Background: an optimization exercise with open tools, aiming at small area. Do not read the settings as production practice.
Only simulation tests tie the RTL to the original design; equivalence was not proved.
The clock port is modelled as an ideal driver, which makes a skipped or thinned clock tree look cheaper than it is; a real chip needs a root buffer or a tree.
Power is estimated from default activity; no workload was simulated.

job 1498:
==> flow/design.v (excerpt) <==
module processor #(
    parameter logic [31:0] RESET_PC = '0
) (
    input  logic        clock,
    input  logic        rst_n,
    output logic [31:0] address_imem,
    input  logic [31:0] q_imem,
    output logic [31:0] address_dmem,
    output logic [31:0] data,
    output logic        wren,
    input  logic [31:0] q_dmem,
    output logic        ctrl_write_enable,
    output logic [4:0]  ctrl_write_reg,
    output logic [4:0]  ctrl_read_reg_a,
    output logic [4:0]  ctrl_read_reg_b,
    output logic [31:0] data_write_reg,
    input  logic [31:0] data_read_reg_a,
    input  logic [31:0] data_read_reg_b
);
For scale: ~440 cells after synthesis, ~76 flip-flops, about 0.0040 mm^2 of cells after synthesis.
export LEC_CHECK = 0
export ABC_AREA = 1
export CAP_MARGIN = 20
export CORE_MARGIN = 2
export CORE_UTILIZATION = 40
export GPL_TIMING_DRIVEN = 0
export SLEW_MARGIN = 20
create_clock -name core_clock -period 9.0 [get_ports {clock}]
standard.sh (not shown) runs the stock make flow with config.mk's settings and CLKGATE_MAP_FILE= SYNTH_SCRIPT=/design/flow/synth_recipe.tcl, a recipe that flattens the netlist after the stock synthesis.
==> flow/flow/run.sh <==
#!/bin/bash
# The standard layout (standard.sh) with these changes:
#  - synthesis maps with an area-oriented ABC script (abc_area.script here,
#    used with ABC_AREA 1 from config.mk) instead of ORFS's own, and leaves
#    adders to ABC too (no ADDER_MAP_FILE, so no fa/ha cells are extracted);
#  - every port is buffered by the smallest buffer (buf_1);
#  - after CTS, clock_tree.tcl replaces the clock tree by three clkbuf_16
#    fed by the clock port, each driving the flip-flops of a third of the core.
# Each tool's output is in orfs/logs; make's own output is in standard.log.
set -euo pipefail
here=$(pwd)
rm -rf "$here/scripts_custom"
cp -r "$FLOW_HOME/scripts" "$here/scripts_custom"
cp "$here/flow/abc_area.script" "$here/scripts_custom/abc_area.script"
export BUFFER_PORTS_ARGS="-buffer_cell sky130_fd_sc_hd__buf_1"
export CTS_ARGS="-sink_clustering_enable -repair_clock_nets -dont_use_dummy_load -buf_list sky130_fd_sc_hd__clkbuf_8"
export PRE_GLOBAL_PLACE_TCL="$here/flow/pre_gpl.tcl"
export POST_CTS_TCL="$here/flow/clock_tree.tcl"
export FLOW_NCLK=3 FLOW_NY=1 FLOW_CLKBUF=sky130_fd_sc_hd__clkbuf_16
bash standard.sh SCRIPTS_DIR="$here/scripts_custom" ADDER_MAP_FILE= finish > standard.log 2>&1
==> flow/flow/abc_area.script <==
strash
&get -n
&deepsyn -T 30
&put
strash
dch
amap
strash
dch
amap
strash
dch
amap
strash
dch
amap
topo
==> flow/flow/pre_gpl.tcl <==
# Global placement runs without timing-driven mode; remove synthesis's
# buffers here as the timing-driven mode would have.
remove_buffers
Other scripts of this flow, unchanged in this note and not shown: flow/flow/clock_tree.tcl
Job 1498 went all the way through synthesis, placement and routing and the layout is clean on timing, DRC and antenna.
Edits applied to the flow inputs when going from job 1498 to job 8513:
# job 1498
export LEC_CHECK = 0
export ABC_AREA = 1
export CAP_MARGIN = 20
export CORE_MARGIN = 2
export CORE_UTILIZATION = 40
export GPL_TIMING_DRIVEN = 0
export SLEW_MARGIN = 20
create_clock -name core_clock -period 9.0 [get_ports {clock}]
# job 8513
export LEC_CHECK = 0
export ABC_AREA = 1
export CAP_MARGIN = 20
export CORE_MARGIN = 2
export CORE_UTILIZATION = 55
export GPL_TIMING_DRIVEN = 0
export SLEW_MARGIN = 20
create_clock -name core_clock -period 9.0 [get_ports {clock}]
--- outcome ---
- Every run in the comparison, job 1498 and job 8513, completed the flow with a clean layout.
- Diff job 1498 -> job 8513: area of the die -26%, combinational share of power neither gained nor lost much, number of vias in the routed layout now larger, relative slew slack higher, width of the chip -15 um.
### job 8513 -> job 3435
# job 8513
export LEC_CHECK = 0
export ABC_AREA = 1
export CAP_MARGIN = 20
export CORE_MARGIN = 2
export CORE_UTILIZATION = 55
export GPL_TIMING_DRIVEN = 0
export SLEW_MARGIN = 20
create_clock -name core_clock -period 9.0 [get_ports {clock}]
# job 3435
export LEC_CHECK = 0
export ABC_AREA = 1
export CAP_MARGIN = 20
export CORE_MARGIN = 2
export CORE_UTILIZATION = 40
export GPL_TIMING_DRIVEN = 0
export SLEW_MARGIN = 20
create_clock -name core_clock -period 9.0 [get_ports {clock}]
Results
Job 3435 ends up with lower final period utilization than job 8513 does.
Job 8513 has higher final period demand of the worst path than job 3435.
Higher worst setup slack was reported by job 3435, not job 8513.
Per the comparison of job 3435 with job 8513, hold slack -0.0075 ns; weighted congestion at the end of routability-driven global placement -0.026; overall power after layout now sits at about the same level.
Looking at peak clock frequency supported by timing, job 3435 sits above job 8513.
HPWL after detailed placement ends up higher on job 3435.
> inputs changed (job 3435 -> job 1820)
# job 3435
export LEC_CHECK = 0
export ABC_AREA = 1
export CAP_MARGIN = 20
export CORE_MARGIN = 2
export CORE_UTILIZATION = 40
export GPL_TIMING_DRIVEN = 0
export SLEW_MARGIN = 20
create_clock -name core_clock -period 9.0 [get_ports {clock}]
# job 1820
export LEC_CHECK = 0
export ABC_AREA = 1
export CAP_MARGIN = 20
export CORE_MARGIN = 2
export CORE_UTILIZATION = 40
export SLEW_MARGIN = 20
create_clock -name core_clock -period 9.0 [get_ports {clock}]
--- a/flow/flow/run.sh
+++ b/flow/flow/run.sh
@@ -17 +16,0 @@
-export PRE_GLOBAL_PLACE_TCL="$here/flow/pre_gpl.tcl"
==> flow/flow/abc_area.script <==
strash
&get -n
&deepsyn -T 30
&put
dch
amap
topo
removed: flow/flow/pre_gpl.tcl
- In job 1820, total design power is lower than in job 3435.
- Note that the cell depth of the worst setup path recorded for job 1820 amounts to 1.07 times the value seen in job 3435.
- Diff job 3435..job 1820 | setup TNS | negligible
- Of the two values seen for critical path launch point, q_imem[27] was produced by job 3435 and q_imem[28] by job 1820.
- Compared with job 3435, job 1820 shows share of the synthesized area in compound gates (AO/OA/AOI/OAI) lower by 0.31 points.
- Area: job 1820 vs job 3435 -> job 1820 larger
- Synthesized cell count in job 1820 vs job 3435: up about 0.7%
- Per the final summary, job 1820 finished and its layout is clean on timing, DRC and antenna.
For job 4341, these inputs were changed with respect to job 1820:
# job 1820
export LEC_CHECK = 0
export ABC_AREA = 1
export CAP_MARGIN = 20
export CORE_MARGIN = 2
export CORE_UTILIZATION = 40
export SLEW_MARGIN = 20
create_clock -name core_clock -period 9.0 [get_ports {clock}]
# job 4341
export LEC_CHECK = 0
export ABC_AREA = 1
export CAP_MARGIN = 0
export CORE_MARGIN = 2
export CORE_UTILIZATION = 40
export GPL_TIMING_DRIVEN = 0
export SLEW_MARGIN = 0
create_clock -name core_clock -period 9.0 [get_ports {clock}]
--- a/flow/flow/run.sh
+++ b/flow/flow/run.sh
@@ -16,0 +17 @@
+export PRE_GLOBAL_PLACE_TCL="$here/flow/pre_gpl.tcl"
==> flow/flow/abc_area.script <==
strash
&get -n
&deepsyn -T 30
&put
strash
dch
amap
strash
dch
amap
strash
dch
amap
strash
dch
amap
topo
==> flow/flow/pre_gpl.tcl (new file) <==
# Global placement runs without timing-driven mode; remove synthesis's
# buffers here as the timing-driven mode would have.
remove_buffers
### Flow results
- Number of violations of the max-capacitance limit came out exactly the same in job 4341 and job 1820.
- Design area of job 4341 is on par with job 1820.
- Cmp job 4341 and job 1820 / number of global-route vias before repair / lower: job 4341
- Job 4341 closes out successfully: all stages finished, all timing, DRC and antenna checks passed.
- Power dissipated in the clock network of job 4341 is on par with job 1820.
- STATUS net switching power: job 4341 loses against job 1820
- Comparing job 1820 with job 4341, the end-of-flow core utilization came out essentially unchanged.
- The setup slack of job 4341 is smaller than that of job 1820.
- In the reports for job 4341 and job 1820, the larger relative slew slack belongs to job 4341.
- There was hardly any difference in worst hold path cell count between job 1820 and job 4341.
No run of this note takes its clock network from TritonCTS; it comes from the design's own scripts or RTL.

## afterwards: timing with drivers on the ports
In the flow no input, the clock included, has a driving cell. The finished layouts below were timed again as built, in two steps. Step 1: set_driving_cell puts a clkbuf_16 on clock and a buf_2 on each other input, an assumption about the parent block. Step 2 also shifts input and output timing later by t, the mid clock arrival at the registers, as if the neighbouring blocks saw the same clock. Three values: no drivers, after step 1, after step 2; two values: the first two.
run	shift t [ns]	slack for setup (ns)	worst data-port slew with drivers (ns)
job 1498	0.217	0.748 / 0.781 / 0.564	0.05
job 8513	0.219	0.518 / 0.551 / 0.332	0.07
job 3435	0.217	0.748 / 0.781 / 0.564	0.05
job 1820	0.218	1.045 / 1.074 / 0.856	0.07
job 4341	0.218	0.784 / 0.817 / 0.599	0.05
After both steps every run listed still meets setup and hold. For job 1820, which loses most, drivers alone change the setup slack by +0.029 ns; drivers and shift together by -0.189 ns.
